Context: an optimization exercise on an open-source flow, tuned for small area, a short achievable clock period and few clock cycles per item. The choices shown serve that exercise and are no tape-out recipe.
In this exercise RTL edits were held to simulation tests only and were not proved equivalent to the original.
No activity file was given, so power comes from the tool's default toggle rates.

## design/flow/flow/run.sh

```bash
#!/bin/bash
set -euo pipefail
bash standard.sh SETUP_SLACK_MARGIN=7 finish > flow_make.log 2>&1
```

## design/flow/constraint.sdc

```tcl
create_clock -name core_clock -period 10.0 [get_ports {clk}]
set_input_delay 2.0000 -clock core_clock [delete_from_list [all_inputs] [get_ports {clk}]]
set_output_delay 2.0000 -clock core_clock [all_outputs]
set_load 0.01 [all_outputs]
```

## design/flow/design.v

```verilog
package rotor_stack_pkg;
  localparam int ALPHA = 26;
  localparam int W     = 5;
  localparam logic [1:0] CFG_WIRE  = 2'd0;
  localparam logic [1:0] CFG_NOTCH = 2'd1;
  localparam logic [1:0] CFG_RING  = 2'd2;
endpackage
module rs_add (
  input  logic [4:0] m_i,
  input  logic [4:0] d_i,
  input  logic [4:0] dp_i,
  output logic [4:0] a_o
);
  logic [4:0] s0;
  logic [5:0] s1;
  assign s0  = m_i + d_i;
  assign s1  = {1'b0, m_i} + {1'b0, dp_i};
  assign a_o = s1[5] ? s1[4:0] : s0;
endmodule
module rs_lut (
  input  logic [25:0][4:0] map_i,
  input  logic             loaded_i,
  input  logic             refl_i,     
  input  logic [4:0]       a_i,
  output logic [4:0]       y_o
);
  logic [4:0] g0, g1, g2, g3, t;
  assign g0 = map_i[{2'd0, a_i[2:0]}];
  assign g1 = map_i[{2'd1, a_i[2:0]}];
  assign g2 = map_i[{2'd2, a_i[2:0]}];
  assign g3 = a_i[0] ? map_i[25] : map_i[24];    
  always_comb begin
    case (a_i[4:3])
      2'd0:    t = g0;
      2'd1:    t = g1;
      2'd2:    t = g2;
      default: t = g3;
    endcase
  end
  assign y_o = loaded_i ? t : (refl_i ? (a_i ^ 5'd1) : a_i);
endmodule
module rs_cam (
  input  logic [25:0][4:0] map_i,
  input  logic             loaded_i,
  input  logic [4:0]       a_i,
  output logic [4:0]       y_o
);
  logic [4:0] t;
  always_comb begin
    t = '0;
    for (int i = 0; i < 26; i++)
      if (map_i[i] == a_i) t = t | 5'(i);
  end
  assign y_o = loaded_i ? t : a_i;
endmodule
module rotor_stack #(
  parameter  int NUM_ROTORS = 3,
  parameter  int ALPHA      = 26,
  localparam int W          = $clog2(ALPHA)
) (
  input  logic                    clk,
  input  logic                    reset,
  input  logic                    cfg_we,
  input  logic [3:0]              cfg_sel,
  input  logic [1:0]              cfg_kind,
  input  logic [W-1:0]            cfg_idx,
  input  logic [W-1:0]            cfg_val,
  output logic                    cfg_ready,
  input  logic                    set_in,
  input  logic [NUM_ROTORS*W-1:0] init_pos_in,
  input  logic                    in_valid,
  output logic                    in_ready,
  input  logic [W-1:0]            char_in,
  output logic                    out_valid,
  output logic [W-1:0]            char_out,
  output logic [NUM_ROTORS*W-1:0] pos_out
);
  function automatic logic [4:0] fold(input logic [4:0] v);
    fold = (v >= 5'd26) ? v - 5'd26 : v;
  endfunction
  function automatic logic [4:0] add26(input logic [4:0] a, input logic [4:0] b);
    logic [5:0] s;
    s = {1'b0, a} + {1'b0, b};
    add26 = (s >= 6'd26) ? 5'(s - 6'd26) : s[4:0];
  endfunction
  function automatic logic [4:0] sub26(input logic [4:0] a, input logic [4:0] b);
    sub26 = (a >= b) ? a - b : a + 5'd26 - b;
  endfunction
  function automatic logic [4:0] neg26(input logic [4:0] a);
    neg26 = (a == 5'd0) ? 5'd0 : 5'd26 - a;
  endfunction
  function automatic logic [4:0] dec26(input logic [4:0] a);
    dec26 = (a == 5'd0) ? 5'd25 : a - 5'd1;
  endfunction
  function automatic logic [4:0] inc26(input logic [4:0] a);
    inc26 = (a == 5'd25) ? 5'd0 : a + 5'd1;
  endfunction
  logic [2:0][4:0]         pos_q, ring_q, notch_q;
  logic [4:0]              sa0_q;           
  logic [4:0]              ringm0_q;        
  logic [4:0]              s1_q, s2_q;      
  logic [2:0][25:0][4:0]   fwd_q;
  logic [25:0][4:0]        refl_q;
  logic [2:0]              fwd_ld_q;
  logic                    refl_ld_q;
  logic                    wr_q;
  logic [3:0]              wsel_q;
  logic [1:0]              wkind_q;
  logic [4:0]              widx_q, wval_q;
  logic                    mode_q;          
  logic                    cfg_ready_q;
  logic                    in_ready_q;
  logic                    acc;
  logic [15:0]             v_q;
  logic [4:0]              c0_q;
  logic [4:0]              sa0p_q;          
  logic [7:1][4:0]         ma_q, ms0_q;
  logic [6:1][4:0]         ms1_q;
  logic [5:1][4:0]         ms2_q;
  logic [7:1][4:0]         m_q, d_q;
  logic [6:1][4:0]         dp_q, rs0_q;
  logic [5:1][4:0]         rs1_q;
  logic [4:1][4:0]         rs2_q;
  logic [4:0]              out_q;
  assign acc       = in_valid & in_ready_q;
  assign in_ready  = in_ready_q;
  assign cfg_ready = cfg_ready_q;
  assign out_valid = v_q[15];
  assign char_out  = out_q;
  assign pos_out   = pos_q;
  logic       adv1, adv2;
  logic [4:0] s1_st, s2_st;
  logic [7:1][4:0] an;                      
  logic [7:1][4:0] y;                       
  logic [7:1][4:0] dn;                      
  assign adv1  = (pos_q[0] == notch_q[0]) || (pos_q[1] == notch_q[1]);
  assign adv2  = (pos_q[1] == notch_q[1]);
  assign s1_st = adv1 ? inc26(s1_q) : s1_q;
  assign s2_st = adv2 ? inc26(s2_q) : s2_q;
  rs_add u_a1 (.m_i(c0_q),   .d_i(sa0_q),  .dp_i(sa0p_q),  .a_o(an[1]));
  rs_add u_a2 (.m_i(m_q[1]), .d_i(d_q[1]), .dp_i(dp_q[1]), .a_o(an[2]));
  rs_add u_a3 (.m_i(m_q[2]), .d_i(d_q[2]), .dp_i(dp_q[2]), .a_o(an[3]));
  rs_add u_a4 (.m_i(m_q[3]), .d_i(d_q[3]), .dp_i(dp_q[3]), .a_o(an[4]));
  rs_add u_a5 (.m_i(m_q[4]), .d_i(d_q[4]), .dp_i(dp_q[4]), .a_o(an[5]));
  rs_add u_a6 (.m_i(m_q[5]), .d_i(d_q[5]), .dp_i(dp_q[5]), .a_o(an[6]));
  rs_add u_a7 (.m_i(m_q[6]), .d_i(d_q[6]), .dp_i(dp_q[6]), .a_o(an[7]));
  rs_lut u_f0 (.map_i(fwd_q[0]), .loaded_i(fwd_ld_q[0]), .refl_i(1'b0), .a_i(ma_q[1]), .y_o(y[1]));
  rs_lut u_f1 (.map_i(fwd_q[1]), .loaded_i(fwd_ld_q[1]), .refl_i(1'b0), .a_i(ma_q[2]), .y_o(y[2]));
  rs_lut u_f2 (.map_i(fwd_q[2]), .loaded_i(fwd_ld_q[2]), .refl_i(1'b0), .a_i(ma_q[3]), .y_o(y[3]));
  rs_lut u_rf (.map_i(refl_q),   .loaded_i(refl_ld_q),   .refl_i(1'b1), .a_i(ma_q[4]), .y_o(y[4]));
  rs_cam u_c2 (.map_i(fwd_q[2]), .loaded_i(fwd_ld_q[2]), .a_i(ma_q[5]), .y_o(y[5]));
  rs_cam u_c1 (.map_i(fwd_q[1]), .loaded_i(fwd_ld_q[1]), .a_i(ma_q[6]), .y_o(y[6]));
  rs_cam u_c0 (.map_i(fwd_q[0]), .loaded_i(fwd_ld_q[0]), .a_i(ma_q[7]), .y_o(y[7]));
  assign dn[1] = sub26(ms1_q[1], ms0_q[1]);    
  assign dn[2] = sub26(ms2_q[2], ms1_q[2]);    
  assign dn[3] = neg26(ms2_q[3]);              
  assign dn[4] = ms2_q[4];                     
  assign dn[5] = sub26(ms1_q[5], ms2_q[5]);    
  assign dn[6] = sub26(ms0_q[6], ms1_q[6]);    
  assign dn[7] = neg26(ms0_q[7]);              
  always_ff @(posedge clk) begin
    c0_q  <= fold(char_in);
    for (int j = 1; j <= 7; j++) ma_q[j] <= an[j];
    ms0_q[1] <= sa0_q; ms1_q[1] <= s1_st; ms2_q[1] <= s2_st;
    for (int j = 2; j <= 7; j++) ms0_q[j] <= rs0_q[j-1];
    for (int j = 2; j <= 6; j++) ms1_q[j] <= rs1_q[j-1];
    for (int j = 2; j <= 5; j++) ms2_q[j] <= rs2_q[j-1];
    for (int j = 1; j <= 7; j++) begin
      m_q[j] <= y[j];
      d_q[j] <= dn[j];
    end
    for (int j = 1; j <= 6; j++) dp_q[j]  <= dn[j] + 5'd6;
    for (int j = 1; j <= 6; j++) rs0_q[j] <= ms0_q[j];
    for (int j = 1; j <= 5; j++) rs1_q[j] <= ms1_q[j];
    for (int j = 1; j <= 4; j++) rs2_q[j] <= ms2_q[j];
    out_q <= add26(m_q[7], d_q[7]);           
    wsel_q  <= cfg_sel;
    wkind_q <= cfg_kind;
    widx_q  <= cfg_idx;
    wval_q  <= cfg_val;
  end
  logic wire_ok;
  assign wire_ok = wr_q && wkind_q == rotor_stack_pkg::CFG_WIRE && widx_q < 5'd26 && wval_q < 5'd26;
  for (genvar i = 0; i < 26; i++) begin : g_tab
    for (genvar k = 0; k < 3; k++) begin : g_rot
      always_ff @(posedge clk)
        if (wire_ok && wsel_q == 4'(k) && widx_q == 5'(i)) fwd_q[k][i] <= wval_q;
    end
    always_ff @(posedge clk)
      if (wire_ok && wsel_q == 4'd3 && widx_q == 5'(i)) refl_q[i] <= wval_q;
  end
  always_ff @(posedge clk) begin
    if (reset) begin
      v_q         <= '0;
      mode_q      <= 1'b0;
      in_ready_q  <= 1'b0;
      cfg_ready_q <= 1'b1;
      wr_q        <= 1'b0;
      fwd_ld_q    <= '0;
      refl_ld_q   <= 1'b0;
      sa0_q       <= 5'd1;
      sa0p_q      <= 5'd7;
      ringm0_q    <= 5'd25;
      s1_q        <= '0;
      s2_q        <= '0;
      for (int k = 0; k < 3; k++) begin
        pos_q[k]   <= '0;
        ring_q[k]  <= '0;
        notch_q[k] <= 5'd25;
      end
    end else begin
      v_q   <= {v_q[14:0], acc};
      wr_q  <= cfg_we & cfg_ready_q;
      begin
        logic mode_d;
        mode_d = mode_q;
        if (!mode_q) begin
          if (set_in || (in_valid && !(cfg_we && !cfg_ready_q))) mode_d = 1'b1;
        end else begin
          if (cfg_we && !(in_valid && !in_ready_q)) mode_d = 1'b0;
        end
        mode_q      <= mode_d;
        in_ready_q  <= mode_d && !(cfg_we && cfg_ready_q);
        cfg_ready_q <= !mode_d && !(acc | (|v_q[10:0]));
      end
      if (wr_q && wval_q < 5'd26) begin
        if (wkind_q == rotor_stack_pkg::CFG_WIRE && widx_q < 5'd26) begin
          for (int k = 0; k < 3; k++)
            if (wsel_q == 4'(k)) fwd_ld_q[k] <= 1'b1;
          if (wsel_q == 4'd3) refl_ld_q <= 1'b1;
        end
        for (int k = 0; k < 3; k++) begin
          if (wsel_q == 4'(k) && wkind_q == rotor_stack_pkg::CFG_NOTCH) notch_q[k] <= wval_q;
          if (wsel_q == 4'(k) && wkind_q == rotor_stack_pkg::CFG_RING)  ring_q[k]  <= wval_q;
        end
        if (wsel_q == 4'd0 && wkind_q == rotor_stack_pkg::CFG_RING) ringm0_q <= dec26(wval_q);
      end
      if (set_in) begin
        for (int k = 0; k < 3; k++) pos_q[k] <= fold(init_pos_in[k*5 +: 5]);
      end else if (v_q[0]) begin
        pos_q[0] <= inc26(pos_q[0]);
        if (adv1) pos_q[1] <= inc26(pos_q[1]);
        if (adv2) pos_q[2] <= inc26(pos_q[2]);
      end
      if (v_q[0]) begin
        sa0_q  <= inc26(sa0_q);
        sa0p_q <= (sa0p_q == 5'd31) ? 5'd6 : sa0p_q + 5'd1;
        s1_q   <= s1_st;
        s2_q   <= s2_st;
      end else begin
        sa0_q  <= sub26(pos_q[0], ringm0_q);
        sa0p_q <= sub26(pos_q[0], ringm0_q) + 5'd6;
        s1_q   <= sub26(pos_q[1], ring_q[1]);
        s2_q   <= sub26(pos_q[2], ring_q[2]);
      end
    end
  end
endmodule
```

## design/flow/config.mk

```make
export PLATFORM = sky130hd
export DESIGN_NAME = rotor_stack
export DESIGN_NICKNAME = rotor_stack
export VERILOG_FILES = /design/flow/design.v
export SDC_FILE = /design/flow/constraint.sdc
export NUM_CORES = 4
export LEC_CHECK = 0
export CAP_MARGIN = 20
export CORE_MARGIN = 2
export CORE_UTILIZATION = 65
export CTS_CLUSTER_DIAMETER = 80
export CTS_CLUSTER_SIZE = 25
export PLACE_DENSITY = 0.75
export SLEW_MARGIN = 20
```

## design/flow/standard.sh

```bash
#!/bin/bash
# synth_recipe.tcl (not shown) runs the flow's synth.tcl, then flattens the netlist and writes it again
# the make line also repeats each setting of config.mk as NAME=value (left out here)
make -C /OpenROAD-flow-scripts/flow DESIGN_CONFIG=/design/flow/config.mk WORK_HOME=/design/flow/orfs CLKGATE_MAP_FILE= SYNTH_SCRIPT=/design/flow/synth_recipe.tcl "${@:-finish}"
```

==> run notes, run 1 <==
via count=25716; later-pin clock latency in the skew report=640 ps; overall routing resource usage=30.0%; Worst Path Buf+Inv=1; adder-cell share of the synthesized area=6.53%; Mapped Cells=3221; # fillers=4409; Synth Area in Compound Gates=6.40%; Worst Skew=28.0 ps; die area=67100 µm²; clock network power share=19.5%; CP cell instances=buf_6; Netlist cell types=87; outcome=timing/DRC/antenna clean; Setup TNS Final=0 ps; Starting DRT DRC Count=2676; reported net switching power=0.00401 W; post-synthesis mux area share=10.3%; Simple-Gate Fraction of Synth Area=6.76%; CP startpoint kind=register; Synth Flop Type=edfxtp_1; fraction of layout cells with a size suffix above 1=10.1%; Core Util, Final=70.3%; RSZ-0062 raised after global routing=yes; Syn-to-layout area delta=7.06%; CTS Sinks=919; critical path class=reg -> out; finished layout cell area=45200 µm²; first-pass GRT wire length=153 mm; power per cell area=251 nW/µm²; Post-Syn Area=42300 µm²; sw frac=35.3%; total power=0.0113 W; Reg clk slew, reported paths=100 ps; Tightest Pin Transition=907 ps; Worst EP arrival=1120 ps; fin. max-slew vios=0; CTS Buf Count=46; Port Buffers=63; WP data required=8000 ps; main combinational cell family by area after synthesis=XOR/XNOR gates; CTS tree=done; Placer Congestion=0.914; grt total ovfl=0; Synth Net Count=3461; Die Wd=259 µm; Peak VDD IR=0.175 mV; depth of the CTS H-tree=2; DR vias/cell=6.19; Hold Path Class=reg -> reg; CP max stage cell=dfxtp_4; Flop pwr share=41.5%; P_int=0.00734 W; dpl cells=4045; Synth Register Bits=919; Post-DP HPWL=68.1 mm; DIE HEIGHT=259 µm; CORE AREA=64300 µm²; Total Nets Final=3501; post-synthesis sequential area ratio=55.8%; Crit path largest cell delay=370 ps; final wirelength=99.7 mm; final setup fails=0; number of max-cap violations=0; Post-Synth XOR/XNOR Area=10.3%; multi-input logic area=17100 µm²; # rows=93; IO Count=64; critical path's top delay family=flip-flops; Post-Syn Area per Cell=13.1 µm²; CTS root buffer=clkbuf_16; Post-synth EDFFs=520; initial antenna violation count=3; FMAX=320 MHz; number of global-route vias before repair=25811; leak pwr=16.8 nW; drt first pass iters=5; Tmin final=3120 ps; maximum root-to-sink buffer count=3; DRT antenna net count=0; drt wl/cell=24.0 µm; count of final hold-check violations=0; CP Max Fanout=2; FFs w/ async S/R, synth=0%; yosys warns=3; area post-placement=43400 µm²; Starting Density=65.7%; Slew HR=39.5%; combinational group share of total power=39.0%; largest net degree at the start of global routing=69; # DRC=0; Layout Cells excl Fill=4153; crit end category=primary output; Worst R2R Setup Slack=7200 ps; FF+latch area=23700 µm²; ratio of final minimum period to clock period=31.2%
## final cells by class
class | instances | share of cell area, %
sequential | 919 | 52.4
multi-input combinational | 1954 | 37.7
clock buffer | 69 | 2.85
timing repair buffer | 122 | 2.39
tap | 855 | 2.36
inverter | 217 | 1.82
clock inverter | 15 | 0.476
timing repair inverter | 1 | 0.0111
antenna | 1 | 0.00553
## kinds of logic (layout without fill, tap and decap cells)
group / count (synthesis) / count (layout)
buf+inv: 348 / 424
other cells: 0 / 1
fa+ha+maj: 199 / 199
flops: 919 / 919
mux: 240 / 240
compound gates: 410 / 410
xor+xnor: 495 / 495
simple gates: 610 / 610
## state kept, by name, indices dropped and copies added (netlist names), 26 cells and up
| register | flops |
|---|---|
| ms0_q | 35 |
| ma_q | 35 |
| d_q | 26 |
| fwd_q | 390 |
| dp_q | 29 |
| refl_q | 130 |
| rs0_q | 30 |
| m_q | 35 |
| ms1_q | 30 |
## power groups by stage
stage                     clock (W)  combinational [W]  sequential (W)
after CTS                   0.00223            0.00440         0.00471
after global placement            0            0.00423         0.00479
after detailed placement          0            0.00435         0.00480
after global routing        0.00238            0.00480         0.00475
after floorplan                   0            0.00353         0.00460
final                       0.00221            0.00442         0.00471
## what timing repair did
item                       in CTS  in global routing
buffers inserted               22                  0
pin swaps                       7                  3
gates cloned                    1                  0
hold endpoints to repair        0                  0
setup endpoints to repair      41                 39
hold buffers                    0                  0
resized for setup             163                 12
## routing by layer
layer | GRT usage [%] | up-vias | routed length (µm)
met3 | 5.56 | 192 | 8780
met2 | 49.3 | 1240 | 47700
li1 | - | 11603 | -
met5 | 0 | - | 13
met4 | 9.14 | 2 | 3180
met1 | 40.8 | 12679 | 39900
## synthesized netlist by cell type, drive strengths merged (11+ instances only)
cell type    n  area (µm²)
a21o        34         255
mux2i       81         811
nor3        69         355
clkbuf      45         253
fa          36         721
nand2      108         408
xor2       255        2230
a211oi      20         150
nand4       16         100
buf         86         597
o22ai       11        93.8
nand3       94         470
a31oi       35         219
nor4        11        75.1
a21oi      136         684
o21ai       53         265
mux4       140        3310
nand2b      14        87.6
nor2       224         843
dfxtp      399        7990
edfxtp     520       15600
mux2        19         214
nor2b       34         213
o31ai       23         173
ha         163        2040
xnor2      240        2100
inv        217         815
o21bai      15         113
## stage by stage
| step | setup slack [ps] | hold slack [ps] |
|---|---|---|
| 6_report | 6880 | 328 |
| 5_1_grt | 6850 | 334 |
| 4_1_cts | 6860 | 326 |
| 3_5_place_dp | 5900 | 312 |
| 3_3_place_gp | 5910 | 312 |
| 2_1_floorplan | 6780 | 310 |
## cell usage in the layout, fill, tap and decap left out, types with 15 or more instances in the layout
master	n
fa_1	36
a21oi_1	133
mux2_2	18
o21bai_1	15
nor2_1	223
xor2_1	255
nand2_1	107
nor2b_1	34
clkdlybuf4s50_1	30
dfxtp_1	370
ha_1	163
nand3_1	94
mux4_1	41
a21o_1	34
clkbuf_1	19
o31ai_1	21
mux4_2	98
a31oi_1	35
dfxtp_4	19
edfxtp_1	520
mux2i_1	81
buf_4	57
xnor2_1	240
nor3_1	67
buf_6	21
clkbuf_16	47
inv_1	212
a211oi_1	19
nand4_1	16
o21ai_0	50
## path summary, 6_finish.rpt
| kind | startpoint | end | depth (start not counted) |
|---|---|---|---|
| worst max-delay path | pos_q[8] | pos_out[8] | 1 |
| worst min register to register | rs2_q[5] | ms2_q[10] | 0 |
| worst max register to register | ms0_q[1] | dp_q[4] | 10 |
| worst min-delay path | rs2_q[5] | ms2_q[10] | 0 |
Testbench counts, summed over its fixed seeds: cycles 6,584, items 3,600.
==> inputs of run 2 (changes only) <==
--- a/design/flow/design.v
+++ b/design/flow/design.v
@@ -6,16 +6,4 @@
   localparam logic [1:0] CFG_RING  = 2'd2;
 endpackage
-module rs_add (
-  input  logic [4:0] m_i,
-  input  logic [4:0] d_i,
-  input  logic [4:0] dp_i,
-  output logic [4:0] a_o
-);
-  logic [4:0] s0;
-  logic [5:0] s1;
-  assign s0  = m_i + d_i;
-  assign s1  = {1'b0, m_i} + {1'b0, dp_i};
-  assign a_o = s1[5] ? s1[4:0] : s0;
-endmodule
 module rs_lut (
   input  logic [25:0][4:0] map_i,
@@ -114,10 +102,9 @@
   logic [15:0]             v_q;
   logic [4:0]              c0_q;
-  logic [4:0]              sa0p_q;          
   logic [7:1][4:0]         ma_q, ms0_q;
   logic [6:1][4:0]         ms1_q;
   logic [5:1][4:0]         ms2_q;
   logic [7:1][4:0]         m_q, d_q;
-  logic [6:1][4:0]         dp_q, rs0_q;
+  logic [6:1][4:0]         rs0_q;
   logic [5:1][4:0]         rs1_q;
   logic [4:1][4:0]         rs2_q;
@@ -138,11 +125,8 @@
   assign s1_st = adv1 ? inc26(s1_q) : s1_q;
   assign s2_st = adv2 ? inc26(s2_q) : s2_q;
-  rs_add u_a1 (.m_i(c0_q),   .d_i(sa0_q),  .dp_i(sa0p_q),  .a_o(an[1]));
-  rs_add u_a2 (.m_i(m_q[1]), .d_i(d_q[1]), .dp_i(dp_q[1]), .a_o(an[2]));
-  rs_add u_a3 (.m_i(m_q[2]), .d_i(d_q[2]), .dp_i(dp_q[2]), .a_o(an[3]));
-  rs_add u_a4 (.m_i(m_q[3]), .d_i(d_q[3]), .dp_i(dp_q[3]), .a_o(an[4]));
-  rs_add u_a5 (.m_i(m_q[4]), .d_i(d_q[4]), .dp_i(dp_q[4]), .a_o(an[5]));
-  rs_add u_a6 (.m_i(m_q[5]), .d_i(d_q[5]), .dp_i(dp_q[5]), .a_o(an[6]));
-  rs_add u_a7 (.m_i(m_q[6]), .d_i(d_q[6]), .dp_i(dp_q[6]), .a_o(an[7]));
+  assign an[1] = add26(c0_q, sa0_q);
+  for (genvar j = 2; j <= 7; j++) begin : g_add
+    assign an[j] = add26(m_q[j-1], d_q[j-1]);
+  end
   rs_lut u_f0 (.map_i(fwd_q[0]), .loaded_i(fwd_ld_q[0]), .refl_i(1'b0), .a_i(ma_q[1]), .y_o(y[1]));
   rs_lut u_f1 (.map_i(fwd_q[1]), .loaded_i(fwd_ld_q[1]), .refl_i(1'b0), .a_i(ma_q[2]), .y_o(y[2]));
@@ -170,5 +154,4 @@
       d_q[j] <= dn[j];
     end
-    for (int j = 1; j <= 6; j++) dp_q[j]  <= dn[j] + 5'd6;
     for (int j = 1; j <= 6; j++) rs0_q[j] <= ms0_q[j];
     for (int j = 1; j <= 5; j++) rs1_q[j] <= ms1_q[j];
@@ -200,5 +183,4 @@
       refl_ld_q   <= 1'b0;
       sa0_q       <= 5'd1;
-      sa0p_q      <= 5'd7;
       ringm0_q    <= 5'd25;
       s1_q        <= '0;
@@ -245,10 +227,8 @@
       if (v_q[0]) begin
         sa0_q  <= inc26(sa0_q);
-        sa0p_q <= (sa0p_q == 5'd31) ? 5'd6 : sa0p_q + 5'd1;
         s1_q   <= s1_st;
         s2_q   <= s2_st;
       end else begin
         sa0_q  <= sub26(pos_q[0], ringm0_q);
-        sa0p_q <= sub26(pos_q[0], ringm0_q) + 5'd6;
         s1_q   <= sub26(pos_q[1], ring_q[1]);
         s2_q   <= sub26(pos_q[2], ring_q[2]);
==> run 2 against run 1 <==
  * Design area down 5.4%
  * Still clean
  * Sequential power decreased by 4%
  * Critical path depth unchanged
  * Die area shrank 5.3%
  * Non-clock buffer count decreased by 8
==> run notes, run 2 <==
cell taking the most area after synthesis=edfxtp_1; Hold Startpoint=ms0_q[5]; Simple-Gate Fraction of Synth Area=7.78%; fraction of layout cells with a size suffix above 1=11.1%; largest net degree at the start of global routing=74; outcome=timing/DRC/antenna clean; number of max-cap violations=0; Hold Path Stages=0; clock network power share=19.1%; antenna cells=0; Synth Net Count=3231; reg2reg path depth=6; post-synthesis mux area share=9.75%; Synth Flop Type=edfxtp_1; combinational group share of total power=38.2%; most common cell after layout, fill and taps aside=edfxtp_1; yosys warns=3; Peak VDD IR=0.210 mV; Slew HR=38.7%; Post-synth top cells=520 x edfxtp_1, 370 x dfxtp_1, 247 x xnor2_1; crit end category=primary output; met1 Track Usage GR=40.7%; drt wl/cell=24.4 µm; Worst R2R Setup Slack=7160 ps; gr busiest metal=met2; dpl cells=3771; max reg flops=390; Worst EP arrival=1090 ps; Post-Synth XOR/XNOR Area=10.1%; Tmin final=3090 ps; FMAX=324 MHz; final setup fails=0; Post-Syn Area per Cell=13.2 µm²; worst r2r dst=fwd_q[133]; critical path class=reg -> out; Total Nets Final=3260; Worst Path Buf+Inv=1; # rows=90; CTS Hold Buffers Added=0; Mapped Cells=3022; Flop pwr share=42.7%; Syn-to-layout area delta=7.00%; CTS Sinks=890; Reg with most FFs=fwd_q; Layout Cells excl Fill=3863; Synth Register Bits=890; FFs w/ async S/R, synth=0%; grt total ovfl=0; Post-DP HPWL=64.1 mm; Reg-to-Reg Start=wval_q[2]; Setup TNS Final=0 ps; Reg clk slew, reported paths=100 ps; met3 GRT Util=5.64%; CORE AREA=60600 µm²; critical path's top delay family=flip-flops; # DRC=0; Die Wd=252 µm; overall routing resource usage=29.9%; maximum root-to-sink buffer count=3; most numerous cell in the Yosys netlist=edfxtp_1; adder-cell share of the synthesized area=5.80%; Largest regs=fwd_q (390), refl_q (130); DRT antenna net count=0; Crit path largest cell delay=370 ps; # fillers=4120; synth top area cells=edfxtp_1 39%, dfxtp_1 19%, mux4_2 7.9%, xnor2_1 5.4%, xor2_1 4.7%; later-pin clock latency in the skew report=610 ps; power per cell area=247 nW/µm²; Starting Density=66.0%; CTS tree=done; WP data required=8000 ps; Post-synth EDFFs=520; post-synthesis sequential area ratio=57.6%; CP startpoint kind=register; Synth top area share=39.1%; first-pass GRT wire length=143 mm; CP cell instances=buf_6; main combinational cell family by area after synthesis=XOR/XNOR gates; Port Buffers=63; leak pwr=15.3 nW; Netlist cell types=76; final wirelength=94.1 mm; Worst Skew=20.3 ps; most frequent cells in the layout=520 x edfxtp_1, 343 x dfxtp_1, 247 x xnor2_1, 216 x xor2_1, 211 x nor2_1; count of final hold-check violations=0; Placer Congestion=0.905; reported net switching power=0.00372 W; CP max stage cell=dfxtp_4; die area=63500 µm²; ratio of final minimum period to clock period=30.9%; IO Count=64; number of global-route vias before repair=24228; DR vias/cell=6.24; P_int=0.00685 W; CTS Buf Count=43; Hold Path Class=reg -> reg; Starting DRT DRC Count=2260; Endpoint, Worst Hold=rs0_q[5]; fin. max-slew vios=0; CP Max Fanout=2; global routing met2 resource utilization=49.0%; sw frac=35.2%; initial antenna violation count=2; Synth Area in Compound Gates=5.83%; Tightest Pin Transition=919 ps; DIE HEIGHT=252 µm; depth of the CTS H-tree=2; via count=24092; Post-Syn Area=40000 µm²; drt first pass iters=6; RSZ-0062 raised after global routing=yes; CTS root buffer=clkbuf_16
-- run 2: changes by cell type in the layout (fill, tap and decap cells not counted), sizes merged, moves of 10 or more --
cell,previous run,this run
dfxtp,399,370
or3,7,17
ha,163,139
nor2b,34,48
nor3,69,85
mux2i,81,61
o31ai,23,13
inv,223,159
a21oi,136,111
nor2,224,211
xor2,255,216
-- run 2: final cells by class --
| type | count | area (µm²) | share of cell area [%] |
|---|---|---|---|
| clock buffer | 67 | 1250 | 2.92 |
| clock inverter | 8 | 83.8 | 0.196 |
| inverter | 154 | 578 | 1.35 |
| multi-input combinational | 1848 | 15800 | 36.9 |
| sequential | 890 | 23100 | 54.0 |
| tap | 782 | 978 | 2.29 |
| timing repair buffer | 114 | 1010 | 2.35 |
-- run 2: how the worst max path moves through the flow --
stage | startpoint | end | slack (ps) | cells after the start
after floorplan | set_in | pos_q[14] | 6720 | 5
after global placement | set_in | pos_q[14] | 5660 | 5
after detailed placement | set_in | pos_q[14] | 5590 | 5
after CTS | pos_q[8] | pos_out[8] | 6870 | 1
after global routing | pos_q[3] | pos_out[3] | 6880 | 1
final | pos_q[1] | pos_out[1] | 6910 | 1
-- run 2: power groups by stage --
stage               clock (W)  combinational [W]  sequential, W
floorplan                   0            0.00316        0.00440
global placement            0            0.00384        0.00460
detailed placement          0            0.00397        0.00460
CTS                   0.00205            0.00401        0.00452
global route          0.00217            0.00436        0.00454
finish                0.00202            0.00404        0.00451
-- run 2: what timing repair did --
item,in CTS,in global routing
pin swaps,1,6
endpoints found under the setup margin,40,33
buffers inserted,17,0
resized for setup,151,22
-- run 2: through the flow --
step | util (%) | hold WS (ps) | cell area [µm²] | setup slack, ps | power, W
3_5_place_dp | 68.1 | 312 | 41200 | 5590 | 0.00858
3_3_place_gp | 68.1 | 311 | 41200 | 5660 | 0.00844
5_1_grt | 70.6 | 333 | 42800 | 6880 | 0.0111
6_report | 70.6 | 326 | 42800 | 6910 | 0.0106
2_1_floorplan | - | 310 | 40000 | 6720 | 0.00756
4_1_cts | 70.5 | 325 | 42700 | 6870 | 0.0106
-- run 2: cell families after synthesis --
group                    count (synthesis)
XOR/XNOR                               463
adder cells (fa/ha/maj)                168
multiplexers                           213
AO/OA/AOI/OAI                          351
flip-flops                             890
buffers and inverters                  284
AND/OR/NAND/NOR                        653
-- run 2: metal layers --
layer / up-vias / wire length (µm)
met2: 1053 / 45100
met1: 11938 / 37600
li1: 10919 / -
met4: 2 / 3080
met3: 180 / 8410
met5: - / 13
Testbench counts of run 2, summed over its fixed seeds: cycles 6,584, items 3,600.
==> inputs of run 3 (changes only) <==
==> design/flow/flow/run.sh (replaced) <==
#!/bin/bash
set -euo pipefail
bash standard.sh SETUP_SLACK_MARGIN=6.85 finish > flow_make.log 2>&1
==> run 3 against run 2 <==
  * Critical path type is now in -> reg
  * Combinational power is essentially flat
  * Clock power barely moved
  * Sequential power about the same
  * Count of clock-buffer cells in the layout rose by 2
  * Routed wire length is 0.41% lower
  * Sequential cell count stayed put
  * Final cell count about the same
  * Largest cell class unchanged
  * First-iteration DRC count increased by 3.2%
  * Design area down 0.25%
  * Total power is 0.35% lower
==> run notes, run 3 <==
P_int=0.00682 W; dpl cells=3771; DR vias/cell=6.21; crit end category=register; Setup TNS Final=0 ps; Peak VDD IR=0.158 mV; Synth Register Bits=890; leak pwr=15.3 nW; Syn-to-layout area delta=6.73%; Largest regs=fwd_q (390), refl_q (130); Post-Syn Area=40000 µm²; synth top area cells=edfxtp_1 39%, dfxtp_1 19%, mux4_2 7.9%, xnor2_1 5.4%, xor2_1 4.7%; Starting DRT DRC Count=2333; Layout Cells excl Fill=3866; Reg with most FFs=fwd_q; overall routing resource usage=29.8%; yosys warns=3; outcome=timing/DRC/antenna clean; drt wl/cell=24.3 µm; DRT antenna net count=0; Final Worst Setup Slack=6880 ps; Reg clk slew, reported paths=90 ps; CTS Buf Count=43; total power=0.0105 W; most frequent cells in the layout=520 x edfxtp_1, 344 x dfxtp_1, 247 x xnor2_1, 216 x xor2_1, 211 x nor2_1; Synth Net Count=3231; power per cell area=247 nW/µm²; Port Buffers=63; IO Count=64; Tmin final=3120 ps; Placer Congestion=0.891; DIE HEIGHT=252 µm; Die Wd=252 µm; Post-synth top cells=520 x edfxtp_1, 370 x dfxtp_1, 247 x xnor2_1; antenna cells=0; dpl ws=6120 ps; hold slack=324 ps; Tightest Pin Transition=899 ps; via count=24016; FMAX=320 MHz; final setup fails=0; number of global-route vias before repair=23852; Worst EP arrival=3590 ps; critical path's top delay family=simple AND/OR/NAND/NOR gates; FFs w/ async S/R, synth=0%; Netlist cell types=76; FF+latch area=23100 µm²; CP Max Fanout=4; final wirelength=93.8 mm; CTS root buffer=clkbuf_16; Flop pwr share=42.8%; depth of the CTS H-tree=2; sw frac=35.2%; RSZ-0062 raised after global routing=yes; Synth top area share=39.1%; die area=63500 µm²; CORE AREA=60600 µm²; combinational group share of total power=38.2%; later-pin clock latency in the skew report=630 ps; Slew HR=39.4%; CTS Hold Buffers Added=0; critical path class=in -> reg; Worst Path Buf+Inv=1; fraction of layout cells with a size suffix above 1=10.8%; Post-Syn Area per Cell=13.2 µm²; # DRC=0; drt first pass iters=6; CTS tree=done; Post-synth EDFFs=520; initial antenna violation count=2; ratio of final minimum period to clock period=31.2%; first-pass GRT wire length=143 mm; most numerous cell in the Yosys netlist=edfxtp_1; cell taking the most area after synthesis=edfxtp_1; multi-input logic area=15800 µm²; Post-DP HPWL=64.3 mm; maximum root-to-sink buffer count=3; largest net degree at the start of global routing=74; CP max stage cell=clkdlybuf4s50_1; Crit path largest cell delay=500 ps; CP startpoint kind=primary input; clock network power share=19.0%; # rows=90; max reg flops=390; Total Nets Final=3262; reported net switching power=0.00371 W; # fillers=4095; number of max-cap violations=0; CTS Sinks=890; count of final hold-check violations=0; Starting Density=66.0%; CP cell instances=clkdlybuf4s50_1 -> or3b_2 -> a21oi_4 -> xnor2_1 -> a221oi_1 -> nor2_1; most common cell after layout, fill and taps aside=edfxtp_1; Hold Path Class=reg -> reg; Worst Skew=31.1 ps; post-synthesis sequential area ratio=57.6%; WP data required=10470 ps; grt total ovfl=0; fin. max-slew vios=0; Synth Flop Type=edfxtp_1; Mapped Cells=3022
run 3: changes by cell type in the layout (fill, tap and decap cells not counted), sizes merged:
cell	before	now
clkdlybuf4s15	1	0
clkdlybuf4s50	31	36
inv	159	158
clkinvlp	0	1
bufbuf	0	1
dlymetal6s2s	4	2
dlygate4sd2	0	1
clkbuf	70	69
bufinv	1	0
buf	75	76
run 3: cell type report:
cell class / count / area share [%]
timing repair buffer: 116 / 2.23
sequential: 890 / 54.1
clock buffer: 69 / 2.90
multi-input combinational: 1848 / 36.9
tap: 782 / 2.29
inverter: 154 / 1.35
clock inverter: 7 / 0.164
run 3: metal layers:
metal | wire length [µm] | part of all wire, % | GRT usage, % | vias to the layer above
met5 | 85 | 0.091 | 1.00 | -
met4 | 3600 | 3.8 | 10.6 | 4
met3 | 7980 | 8.5 | 5.15 | 184
met2 | 44300 | 47 | 48.2 | 1108
met1 | 37800 | 40 | 41.2 | 11811
li1 | - | - | - | 10909
run 3: logic make-up (layout without fill, tap and decap cells):
logic type / count (synthesis) / count (layout) / share of synthesized area [%]
flops: 890 / 890 / 57.6
simple gates: 653 / 653 / 7.78
xor+xnor: 463 / 463 / 10.1
compound gates: 351 / 351 / 5.83
buf+inv: 284 / 346 / 3.12
mux: 213 / 213 / 9.75
fa+ha+maj: 168 / 168 / 5.80
run 3: power groups by stage:
stage	logic, W	registers [W]	clock network, W
floorplan	0.00315	0.00440	0
global placement	0.00384	0.00460	0
detailed placement	0.00396	0.00460	0
CTS	0.00399	0.00451	0.00202
global route	0.00435	0.00454	0.00215
finish	0.00402	0.00451	0.00200
run 3: path summary, 6_finish.rpt:
check	slack, ps	cells after the start	start	endpoint
max	6880	6	init_pos_in[11]	pos_q[11]
min	320	0	rs0_q[5]	ms0_q[10]
max reg2reg	7080	6	wval_q[1]	fwd_q[131]
min reg2reg	320	0	rs0_q[5]	ms0_q[10]
run 3: through the flow:
stage | util [%] | cell area, µm²
6_report | 70.4 | 42700
2_1_floorplan | - | 40000
3_5_place_dp | 68.0 | 41200
3_3_place_gp | 68.0 | 41200
5_1_grt | 70.4 | 42700
4_1_cts | 70.4 | 42600
run 3: timing repair:
action	CTS	global route
gates resized for setup	128	6
buffers inserted	16	2
endpoints found under the setup margin	25	6
pin swaps	0	5
cloned	1	0
hold endpoints to repair	0	0
run 3: worst register-to-register path, stage by stage (launching register included):
cell and delay [ps]:
dfxtp_4 570, o211ai_2 370, nand2_1 190, nor4_2 470, nand2_1 150, buf_4 280
nor2_1 520
==> inputs of run 4 (changes only) <==
--- a/design/flow/design.v
+++ b/design/flow/design.v
@@ -88,4 +88,6 @@
   logic [4:0]              ringm0_q;        
   logic [4:0]              s1_q, s2_q;      
+  logic [2:1][4:0]         h1_q;            
+  logic [4:0]              h2_q;            
   logic [2:0][25:0][4:0]   fwd_q;
   logic [25:0][4:0]        refl_q;
@@ -103,10 +105,10 @@
   logic [4:0]              c0_q;
   logic [7:1][4:0]         ma_q, ms0_q;
-  logic [6:1][4:0]         ms1_q;
-  logic [5:1][4:0]         ms2_q;
+  logic [6:1][1:0]         mt1_q;           
+  logic [5:1]              mt2_q;           
   logic [7:1][4:0]         m_q, d_q;
   logic [6:1][4:0]         rs0_q;
-  logic [5:1][4:0]         rs1_q;
-  logic [4:1][4:0]         rs2_q;
+  logic [5:1][1:0]         rt1_q;
+  logic [4:1]              rt2_q;
   logic [4:0]              out_q;
   assign acc       = in_valid & in_ready_q;
@@ -125,4 +127,7 @@
   assign s1_st = adv1 ? inc26(s1_q) : s1_q;
   assign s2_st = adv2 ? inc26(s2_q) : s2_q;
+  logic       step1, step2;                 
+  assign step1 = v_q[0] & adv1;
+  assign step2 = v_q[0] & adv2;
   assign an[1] = add26(c0_q, sa0_q);
   for (genvar j = 2; j <= 7; j++) begin : g_add
@@ -136,18 +141,24 @@
   rs_cam u_c1 (.map_i(fwd_q[1]), .loaded_i(fwd_ld_q[1]), .a_i(ma_q[6]), .y_o(y[6]));
   rs_cam u_c0 (.map_i(fwd_q[0]), .loaded_i(fwd_ld_q[0]), .a_i(ma_q[7]), .y_o(y[7]));
-  assign dn[1] = sub26(ms1_q[1], ms0_q[1]);    
-  assign dn[2] = sub26(ms2_q[2], ms1_q[2]);    
-  assign dn[3] = neg26(ms2_q[3]);              
-  assign dn[4] = ms2_q[4];                     
-  assign dn[5] = sub26(ms1_q[5], ms2_q[5]);    
-  assign dn[6] = sub26(ms0_q[6], ms1_q[6]);    
+  logic [6:2][4:0] ms1, ms2;
+  for (genvar j = 2; j <= 6; j++) begin : g_s
+    assign ms1[j] = (mt1_q[j] == 2'd0) ? s1_q : (mt1_q[j] == 2'd1) ? h1_q[1] : h1_q[2];
+    assign ms2[j] = mt2_q[j] ? h2_q : s2_q;
+  end
+  assign dn[1] = sub26(s1_q, ms0_q[1]);        
+  assign dn[2] = sub26(ms2[2], ms1[2]);        
+  assign dn[3] = neg26(ms2[3]);                
+  assign dn[4] = ms2[4];                       
+  assign dn[5] = sub26(ms1[5], ms2[5]);        
+  assign dn[6] = sub26(ms0_q[6], ms1[6]);      
   assign dn[7] = neg26(ms0_q[7]);              
   always_ff @(posedge clk) begin
     c0_q  <= fold(char_in);
     for (int j = 1; j <= 7; j++) ma_q[j] <= an[j];
-    ms0_q[1] <= sa0_q; ms1_q[1] <= s1_st; ms2_q[1] <= s2_st;
+    ms0_q[1] <= sa0_q;
     for (int j = 2; j <= 7; j++) ms0_q[j] <= rs0_q[j-1];
-    for (int j = 2; j <= 6; j++) ms1_q[j] <= rs1_q[j-1];
-    for (int j = 2; j <= 5; j++) ms2_q[j] <= rs2_q[j-1];
+    mt1_q[1] <= 2'd0; mt2_q[1] <= 1'b0;
+    for (int j = 2; j <= 6; j++) mt1_q[j] <= rt1_q[j-1] + {1'b0, step1};
+    for (int j = 2; j <= 5; j++) mt2_q[j] <= rt2_q[j-1] | step2;
     for (int j = 1; j <= 7; j++) begin
       m_q[j] <= y[j];
@@ -155,6 +166,6 @@
     end
     for (int j = 1; j <= 6; j++) rs0_q[j] <= ms0_q[j];
-    for (int j = 1; j <= 5; j++) rs1_q[j] <= ms1_q[j];
-    for (int j = 1; j <= 4; j++) rs2_q[j] <= ms2_q[j];
+    for (int j = 1; j <= 5; j++) rt1_q[j] <= mt1_q[j] + {1'b0, step1};
+    for (int j = 1; j <= 4; j++) rt2_q[j] <= mt2_q[j] | step2;
     out_q <= add26(m_q[7], d_q[7]);           
     wsel_q  <= cfg_sel;
@@ -229,4 +240,9 @@
         s1_q   <= s1_st;
         s2_q   <= s2_st;
+        if (adv1) begin
+          h1_q[1] <= s1_q;
+          h1_q[2] <= h1_q[1];
+        end
+        if (adv2) h2_q <= s2_q;
       end else begin
         sa0_q  <= sub26(pos_q[0], ringm0_q);
==> design/flow/flow/run.sh (replaced) <==
#!/bin/bash
set -euo pipefail
bash standard.sh SETUP_SLACK_MARGIN=7 finish > flow_make.log 2>&1
==> run 4 against run 3 <==
  * Non-clock buffer count up 3
  * Worst setup slack improved by 41 ps
  * Critical path type is now reg -> out
  * Sequential cell count down 53
  * Global-route usage is 0.13 points higher
  * Synthesized cell count up 0.36%
  * Clock power is essentially flat
  * Sequential power shrank 6.4%
  * Core utilization about the same
  * Design area down 0.34%
  * Final cell count rose by 0.23%
  * Die area fell by 0.83%
  * Critical endpoint is now pos_out[14]
  * Still clean on timing, DRC and antenna
  * Fmax grew 1.3%
==> run notes, run 4 <==
outcome=timing/DRC/antenna clean; overall routing resource usage=30.0%; Synth Register Bits=837; Hold Path Class=reg -> reg; Syn-to-layout area delta=7.27%; Starting DRT DRC Count=2333; Synth Net Count=3251; DRT antenna net count=0; Post-synth top cells=535 x edfxtp_1, 302 x dfxtp_1, 258 x xnor2_1; initial antenna violation count=3; # rows=90; Die Wd=251 µm; die area=63000 µm²; drt first pass iters=5; Placer Congestion=0.925; Synth Flop Type=edfxtp_1; Worst Skew=36.3 ps; critical path class=reg -> out; via count=24373; grt total ovfl=0; adder-cell share of the synthesized area=6.13%; Mapped Cells=3033; Worst Path Buf+Inv=1; fin. max-slew vios=0; Simple-Gate Fraction of Synth Area=7.73%; # DRC=0; WP data required=8000 ps; Tmin final=3080 ps; power per cell area=242 nW/µm²; CTS tree=done; DIE HEIGHT=251 µm; Reg-to-Reg Start=s1_q[1]; Reg with most FFs=fwd_q; post-synthesis mux area share=10.7%; CP startpoint kind=register; most frequent cells in the layout=535 x edfxtp_1, 275 x dfxtp_1, 258 x xnor2_1, 218 x xor2_1, 198 x nor2_1; fraction of layout cells with a size suffix above 1=11.7%; Hold Startpoint=ms0_q[10]; crit end category=primary output; Post-synth EDFFs=535; Port Buffers=63; Setup crit start=pos_q[14]; count of final hold-check violations=0; main combinational cell family by area after synthesis=multiplexers; depth of the CTS H-tree=2; CORE AREA=60400 µm²; drt wl/cell=24.3 µm; CP Max Fanout=2; Worst EP arrival=1080 ps; Setup TNS Final=0 ps; Post-DP HPWL=64.9 mm; CTS Buf Count=43; # fillers=4120; Tightest Pin Transition=964 ps; Peak VDD IR=0.222 mV; ratio of final minimum period to clock period=30.8%; Post-Syn Area per Cell=13.1 µm²; number of max-cap violations=0; leak pwr=15.2 nW; FFs w/ async S/R, synth=0%; Post-Synth XOR/XNOR Area=10.5%; finished layout cell area=42500 µm²; CTS Hold Buffers Added=0; final wirelength=94.2 mm; total power=0.0103 W; final setup fails=0; yosys warns=4; Slew HR=35.7%; Total Nets Final=3274; Crit path largest cell delay=370 ps; Starting Density=65.7%; CTS Sinks=837; Netlist cell types=78; Reg clk slew, reported paths=90 ps; first-pass GRT wire length=143 mm; CP max stage cell=dfxtp_4; Synth top area share=40.5%; number of global-route vias before repair=24190; most numerous cell in the Yosys netlist=edfxtp_1; maximum root-to-sink buffer count=3; Largest regs=fwd_q (390), refl_q (130); Post-Syn Area=39600 µm²; post-synthesis sequential area ratio=55.8%; DR vias/cell=6.29; RSZ-0062 raised after global routing=yes; most common cell after layout, fill and taps aside=edfxtp_1; max reg flops=390; FMAX=325 MHz; largest net degree at the start of global routing=82; cell taking the most area after synthesis=edfxtp_1; area post-placement=40900 µm²; later-pin clock latency in the skew report=620 ps; CP cell instances=buf_6; critical path's top delay family=flip-flops; synth top area cells=edfxtp_1 41%, dfxtp_1 15%, mux4_2 8.0%, xnor2_1 5.7%, xor2_1 4.8%; CTS root buffer=clkbuf_16; IO Count=64; Synth Area in Compound Gates=6.00%
[run 4: layer usage]
metal,vias up,global-route usage (%),wire (µm)
li1,11022,-,-
met1,12154,40.5,38000
met2,1016,50.1,45900
met3,179,4.34,7070
met4,2,10.9,3170
met5,-,0,13
[run 4: layout make-up]
| cell class | instances | area [µm²] | area share (%) |
|---|---|---|---|
| Multi-Input combinational cell | 1911 | 16400 | 38.5 |
| Antenna cell | 4 | 10.0 | 0.0235 |
| Inverter | 144 | 564 | 1.33 |
| Timing Repair Buffer | 119 | 1040 | 2.45 |
| Clock inverter | 16 | 170 | 0.400 |
| Tap cell | 782 | 978 | 2.30 |
| Sequential cell | 837 | 22200 | 52.2 |
| Clock buffer | 62 | 1200 | 2.82 |
[run 4: per-stage QoR]
step / setup WS (ps) / instances / util, % / hold slack, ps
after floorplan: 6830 / 3033 / - / 310
after global placement: 5950 / 3771 / 67.7 / 311
after detailed placement: 5840 / 3771 / 67.7 / 312
after CTS: 6900 / 3869 / 70.4 / 330
after global routing: 6900 / 3873 / 70.5 / 337
final: 6920 / 3875 / 70.5 / 330
[run 4: power by group]
part           internal (W)  switching [W]  total (W)
clock              0.000894        0.00112    0.00201
combinational       0.00179        0.00226    0.00405
sequential          0.00395       0.000269    0.00422
[run 4: final timing paths]
path | slack, ps | endpoint | cells after the start
setup / recovery | 6920 | pos_out[14] | 1
hold reg to reg | 330 | rs0_q[10] | 0
setup reg to reg | 7170 | d_q[24] | 7
hold / removal | 330 | rs0_q[10] | 0
[run 4: kinds of logic (layout without fill, tap and decap cells)]
family / count (synthesis) / after routing
AO/OA/AOI/OAI: 365 / 365
XOR/XNOR: 476 / 476
adder cells (fa/ha/maj): 177 / 177
buffers and inverters: 285 / 341
flip-flops: 837 / 837
multiplexers: 246 / 246
other: 0 / 4
AND/OR/NAND/NOR: 647 / 647
[run 4: timing repair]
| item | 4_1_cts | 5_1_grt |
|---|---|---|
| buffers inserted | 20 | 2 |
| endpoints found under the setup margin | 54 | 34 |
| resized for setup | 157 | 19 |
| pin swaps | 5 | 4 |
Testbench counts of run 4, summed over its fixed seeds: cycles 6,584, items 3,600.
==> inputs of run 5 (changes only) <==
--- a/design/flow/config.mk
+++ b/design/flow/config.mk
@@ -8,7 +8,7 @@
 export CAP_MARGIN = 20
 export CORE_MARGIN = 2
-export CORE_UTILIZATION = 65
+export CORE_UTILIZATION = 70
 export CTS_CLUSTER_DIAMETER = 80
 export CTS_CLUSTER_SIZE = 25
-export PLACE_DENSITY = 0.75
+export PLACE_DENSITY = 0.8
 export SLEW_MARGIN = 20
==> run 5 against run 4 <==
  * Fmax fell by 0.36%
  * Routed wire length rose by 0.61%
  * Total power fell by 0.88%
  * Combinational power rose by 2%
  * Synthesized cell count did not move
  * Sequential power barely moved
  * Area after synthesis did not move
  * Register-to-register slack got worse by 60 ps
  * Global-route usage rose by 2.3 points
  * First-iteration DRC count fell by 1.9%
  * Clock power fell by 7%
  * Largest cell class unchanged
  * Largest power group unchanged
  * Highest routed layer unchanged
==> run notes, run 5 <==
Port Buffers=63; Hold Startpoint=ms0_q[20]; maximum root-to-sink buffer count=3; CP max stage cell=dfxtp_4; Starting DRT DRC Count=2289; Core Util, Final=75.4%; CTS root buffer=clkbuf_16; Mapped Cells=3033; Tmin final=3090 ps; # fillers=3594; Reg-to-Reg Start=s1_q[3]; Synth top area share=40.5%; # DRC=0; RSZ-0062 raised after global routing=yes; crit end category=primary output; Post-Syn Area=39600 µm²; reg2reg path depth=8; clock network power share=18.2%; Synth Area in Compound Gates=6.00%; cell taking the most area after synthesis=edfxtp_1; FMAX=323 MHz; die area=58600 µm²; later-pin clock latency in the skew report=610 ps; Setup TNS Final=0 ps; combinational group share of total power=40.4%; post-synthesis sequential area ratio=55.8%; Setup crit start=pos_q[14]; Worst EP arrival=1090 ps; Worst Path Buf+Inv=1; leak pwr=15.1 nW; drt wl/cell=24.7 µm; CP cell instances=buf_6; Post-Syn Area per Cell=13.1 µm²; Total Nets Final=3268; Crit path largest cell delay=370 ps; Worst Skew=20.5 ps; Hold Path Stages=0; via count=24579; Reg with most FFs=fwd_q; Synth Register Bits=837; DIE HEIGHT=242 µm; final wirelength=94.7 mm; depth of the CTS H-tree=2; Slew HR=25.5%; ratio of final minimum period to clock period=30.9%; FF+latch area=22200 µm²; most common cell after layout, fill and taps aside=edfxtp_1; Tightest Pin Transition=1110 ps; overall routing resource usage=32.3%; max reg flops=390; Post-synth EDFFs=535; most frequent cells in the layout=535 x edfxtp_1, 273 x dfxtp_1, 258 x xnor2_1, 218 x xor2_1, 193 x nor2_1; Largest regs=fwd_q (390), refl_q (130); Netlist cell types=78; Worst R2R Setup Slack=7110 ps; CTS Buf Count=40; CTS Sinks=837; final setup fails=0; reported net switching power=0.00365 W; first-pass GRT wire length=145 mm; Synth Flop Type=edfxtp_1; fin. max-slew vios=0; Flop pwr share=41.4%; most numerous cell in the Yosys netlist=edfxtp_1; yosys warns=4; main combinational cell family by area after synthesis=multiplexers; DR vias/cell=6.40; worst r2r dst=d_q[29]; Post-DP HPWL=65.4 mm; Starting Density=70.6%; Simple-Gate Fraction of Synth Area=7.73%; power per cell area=241 nW/µm²; sw frac=35.8%; fraction of layout cells with a size suffix above 1=11.4%; # rows=87; CTS tree=done; outcome=timing/DRC/antenna clean; post-synthesis mux area share=10.7%; Endpoint, Worst Hold=rs0_q[20]; synth top area cells=edfxtp_1 41%, dfxtp_1 15%, mux4_2 8.0%, xnor2_1 5.7%, xor2_1 4.8%; FFs w/ async S/R, synth=0%; CP Max Fanout=2; Die Wd=242 µm; CP startpoint kind=register; Reg clk slew, reported paths=100 ps; Syn-to-layout area delta=6.78%; critical path's top delay family=flip-flops; multi-input logic area=16400 µm²; IO Count=64; grt total ovfl=0; initial antenna violation count=4; DRT antenna net count=0; Peak VDD IR=0.406 mV; critical path class=reg -> out; Post-synth top cells=535 x edfxtp_1, 302 x dfxtp_1, 258 x xnor2_1; Post-Synth XOR/XNOR Area=10.5%; largest net degree at the start of global routing=91; Placer Congestion=0.935; number of max-cap violations=0; WP data required=8000 ps; number of global-route vias before repair=24675; Hold Path Class=reg -> reg; count of final hold-check violations=0; CORE AREA=56200 µm²; P_int=0.00654 W; drt first pass iters=6; Synth Net Count=3251; adder-cell share of the synthesized area=6.13%
==> run 5: cell families (layout without fill, tap and decap cells) <==
logic type	Yosys count	after routing
flip-flops	837	837
AND/OR/NAND/NOR	647	647
XOR/XNOR	476	476
AO/OA/AOI/OAI	365	365
buffers and inverters	285	332
multiplexers	246	246
adder cells (fa/ha/maj)	177	177
other	0	3
==> run 5: metrics by stage <==
stage / hold WS [ps] / power [W] / setup slack [ps] / instance area [µm²] / instances
CTS: 334 / 0.0102 / 6890 / 42200 / 3835
detailed placement: 312 / 0.00836 / 5880 / 40800 / 3744
finish: 332 / 0.0102 / 6910 / 42300 / 3839
global route: 338 / 0.0107 / 6890 / 42300 / 3838
global placement: 310 / 0.00818 / 5930 / 40800 / 3744
floorplan: 310 / 0.00734 / 6830 / 39700 / 3033
==> run 5: cell type report <==
cell class              count  area share [%]
diodes                      3          0.0177
well taps                 756            2.23
multi-input cells        1911            38.7
clock buffers              66            2.65
flip-flops and latches    837            52.4
repair buffers            116            2.47
inverters                 144            1.33
clock inverters             6           0.154
==> run 5: how the worst max path moves through the flow <==
stage	endpoint	slack (ps)	cells after the start
floorplan	pos_q[14]	6830	7
detailed placement	pos_q[9]	5880	5
global placement	pos_q[8]	5930	5
finish	pos_out[14]	6910	1
global route	pos_out[14]	6890	1
CTS	pos_out[3]	6890	1
==> run 5: power groups by stage <==
stage               combinational (W)  sequential [W]  clock, W
floorplan                     0.00320         0.00415         0
global placement              0.00389         0.00429         0
detailed placement            0.00405         0.00430         0
CTS                           0.00409         0.00422   0.00187
global route                  0.00445         0.00425   0.00199
finish                        0.00412         0.00422   0.00186
==> run 5: what timing repair did <==
item,in CTS,in global routing
hold buffers,0,0
endpoints found under the hold margin,0,0
setup buffers,19,1
gates resized for setup,157,23
pin swaps,4,6
endpoints found under the setup margin,52,56
==> run 5: layer usage <==
metal,vias up,global-route usage [%],wire [µm]
met5,-,0,13
met4,2,14.1,4260
met3,207,4.39,7750
met2,1184,53.5,45900
met1,12195,43.3,36800
li1,10991,-,-
==> inputs of run 6 (changes only) <==
==> design/flow/flow/run.sh (replaced) <==
#!/bin/bash
set -euo pipefail
bash standard.sh SETUP_SLACK_MARGIN=7.15 finish > flow_make.log 2>&1
--- a/design/flow/config.mk
+++ b/design/flow/config.mk
@@ -8,7 +8,7 @@
 export CAP_MARGIN = 20
 export CORE_MARGIN = 2
-export CORE_UTILIZATION = 70
+export CORE_UTILIZATION = 65
 export CTS_CLUSTER_DIAMETER = 80
 export CTS_CLUSTER_SIZE = 25
-export PLACE_DENSITY = 0.8
+export PLACE_DENSITY = 0.75
 export SLEW_MARGIN = 20
==> run 6 against run 5 <==
  * Total power grew 0.53%
  * Design area increased by 0.56%
  * Sequential power about the same
  * Worst setup slack improved by 17 ps
  * Combinational power fell by 2%
  * Critical path type unchanged
  * Register-to-register slack gained 200 ps
==> run notes, run 6 <==
outcome=timing/DRC/antenna clean; # DRC=0; CP startpoint kind=register; CP cell instances=buf_6; Post-Syn Area per Cell=13.1 µm²; CTS Hold Buffers Added=0; Crit path largest cell delay=370 ps; Hold Startpoint=rs0_q[13]; Setup crit start=pos_q[14]; power per cell area=241 nW/µm²; number of global-route vias before repair=24403; fin. max-slew vios=0; CORE AREA=60400 µm²; DIE HEIGHT=251 µm; Peak VDD IR=0.200 mV; max reg flops=390; depth of the CTS H-tree=2; most frequent cells in the layout=535 x edfxtp_1, 271 x dfxtp_1, 258 x xnor2_1, 218 x xor2_1, 176 x nor2_1; fraction of layout cells with a size suffix above 1=12.6%; count of final hold-check violations=0; drt first pass iters=5; CP max stage cell=dfxtp_4; FMAX=325 MHz; Worst EP arrival=1070 ps; final setup fails=0; overall routing resource usage=30.4%; CTS Sinks=837; via count=24326; adder-cell share of the synthesized area=6.13%; RSZ-0062 raised after global routing=yes; Reg with most FFs=fwd_q; Netlist cell types=78; Synth top area share=40.5%; total power=0.0102 W; main combinational cell family by area after synthesis=multiplexers; Slew HR=31.2%; CTS Buf Count=42; Tmin final=3070 ps; most common cell after layout, fill and taps aside=edfxtp_1; later-pin clock latency in the skew report=610 ps; Placer Congestion=0.937; DRT antenna net count=0; Die Wd=251 µm; Post-DP HPWL=66.0 mm; # rows=90; initial antenna violation count=4; largest net degree at the start of global routing=82; critical path class=reg -> out; Post-synth top cells=535 x edfxtp_1, 302 x dfxtp_1, 258 x xnor2_1; Starting DRT DRC Count=2162; post-synthesis sequential area ratio=55.8%; Reg-to-Reg Start=mt1_q[8]; Synth Net Count=3251; Synth Area in Compound Gates=6.00%; CTS root buffer=clkbuf_16; drt wl/cell=24.7 µm; Setup TNS Final=0 ps; leak pwr=15.2 nW; Worst Skew=22.5 ps; critical path's top delay family=flip-flops; most numerous cell in the Yosys netlist=edfxtp_1; Reg clk slew, reported paths=90 ps; Port Buffers=63; yosys warns=4; synth top area cells=edfxtp_1 41%, dfxtp_1 15%, mux4_2 8.0%, xnor2_1 5.7%, xor2_1 4.8%; CP Max Fanout=2; Worst Path Buf+Inv=1; CTS tree=done; Tightest Pin Transition=1030 ps; ratio of final minimum period to clock period=30.7%; DR vias/cell=6.28; Synth Register Bits=837; post-synthesis mux area share=10.7%; FFs w/ async S/R, synth=0%; Mapped Cells=3033; Largest regs=fwd_q (390), refl_q (130); Total Nets Final=3271; Starting Density=65.7%; first-pass GRT wire length=145 mm; WP data required=8000 ps; Post-Syn Area=39600 µm²; Synth Flop Type=edfxtp_1; Syn-to-layout area delta=7.38%; Post-synth EDFFs=535; IO Count=64; Post-Synth XOR/XNOR Area=10.5%; Simple-Gate Fraction of Synth Area=7.73%; die area=63000 µm²; number of max-cap violations=0; grt total ovfl=0; maximum root-to-sink buffer count=3; Hold Path Class=reg -> reg; cell taking the most area after synthesis=edfxtp_1; final wirelength=95.6 mm; crit end category=primary output
==> run 6: cell types whose count changed in the layout (fill, tap and decap cells not counted), sizes merged <==
cell | previous run | this run
dlymetal6s2s | 4 | 1
inv | 146 | 147
dlygate4sd2 | 1 | 6
buf | 77 | 80
clkdlybuf4s15 | 3 | 0
clkinv | 3 | 7
clkdlybuf4s50 | 31 | 29
bufinv | 0 | 1
clkinvlp | 1 | 2
==> run 6: power breakdown <==
group / internal, W / leakage [nW] / switching (W)
Sequential: 0.00395 / 7.32 / 0.000287
Combinational: 0.00179 / 7.19 / 0.00224
Clock: 0.000885 / 0.656 / 0.00109
Total: 0.00663 / 15.2 / 0.00362
==> run 6: worst paths after layout <==
check,to,slack (ps),depth (start not counted)
setup / recovery,pos_out[14],6930,1
hold / removal,ms0_q[18],330,0
setup reg to reg,d_q[24],7310,7
hold reg to reg,ms0_q[18],330,0
==> run 6: metrics by stage <==
| step | instance area [µm²] | std cells | hold WS [ps] | setup slack, ps | util [%] |
|---|---|---|---|---|---|
| floorplan | 39700 | 3033 | 310 | 6840 | - |
| CTS | 42500 | 3869 | 335 | 6890 | 70.3 |
| global placement | 40900 | 3770 | 309 | 5920 | 67.7 |
| finish | 42600 | 3872 | 327 | 6930 | 70.5 |
| global route | 42600 | 3871 | 340 | 6890 | 70.5 |
| detailed placement | 40900 | 3770 | 312 | 5870 | 67.7 |
==> run 6: final cells by class <==
| type | instances | area, µm² |
|---|---|---|
| Sequential cell | 837 | 22200 |
| Fill cell | 4081 | 17800 |
| Multi-Input combinational cell | 1911 | 16400 |
| Clock buffer | 65 | 1220 |
| Timing Repair Buffer | 117 | 1030 |
| Tap cell | 782 | 978 |
| Inverter | 144 | 564 |
| Clock inverter | 13 | 125 |
| Antenna cell | 3 | 7.51 |
==> run 6: cells by family after synthesis <==
kind of cell             count (synthesis)
flip-flops                             837
XOR/XNOR                               476
AO/OA/AOI/OAI                          365
AND/OR/NAND/NOR                        647
buffers and inverters                  285
adder cells (fa/ha/maj)                177
multiplexers                           246
==> run 6: per-layer routing <==
metal | global-route usage [%] | up-vias | part of all wire, %
li1 | - | 11011 | -
met1 | 40.8 | 12071 | 40
met2 | 50.5 | 1036 | 48
met3 | 4.93 | 204 | 7.9
met4 | 11.6 | 4 | 3.8
met5 | 0 | - | 0.038
==> run 6: timing repair <==
action | CTS | global route
cloned | 0 | 0
gates resized for setup | 173 | 41
setup endpoints to repair | 136 | 536
pin swaps | 8 | 1
buffers inserted | 21 | 0

-- port drivers added, routing unchanged --
The flow's constraints put no driver on any port. The routed layouts listed below were extracted and timed again, unchanged, in two steps.
Step 1: set_driving_cell puts a clkbuf_16 on clk and a buf_2 on each other input, an assumption about the parent block.
Step 2 also shifts input and output timing later by t, the mid clock arrival at the registers, as if the neighbouring blocks saw the same clock.
a / b / c = ideal / step 1 / step 2; a / b = the first two.
run | t (ns) | setup slack, ns | worst hold slack (ns) | worst setup path after step 2 | clock arrival spread, ns
run 1 | 0.690 | 6.876 / 6.814 / 6.412 | 0.328 / 0.328 / 0.328 | input to register | 0.029 / 0.029
run 2 | 0.669 | 6.915 / 6.850 / 6.365 | 0.326 / 0.326 / 0.326 | input to register | 0.033 / 0.033
run 3 | 0.683 | 6.879 / 6.824 / 6.237 | 0.324 / 0.324 / 0.324 | input to register | 0.036 / 0.036
run 4 | 0.669 | 6.920 / 6.856 / 6.473 | 0.330 / 0.330 / 0.330 | input to register | 0.036 / 0.036
run 5 | 0.661 | 6.908 / 6.844 / 6.426 | 0.332 / 0.332 / 0.332 | input to register | 0.028 / 0.028
run 6 | 0.663 | 6.926 / 6.861 / 6.550 | 0.327 / 0.327 / 0.327 | input to register | 0.024 / 0.024
After both steps every run listed still meets setup and hold. For run 3, which loses most, drivers alone change the setup slack by -0.055 ns; drivers and shift together by -0.642 ns.
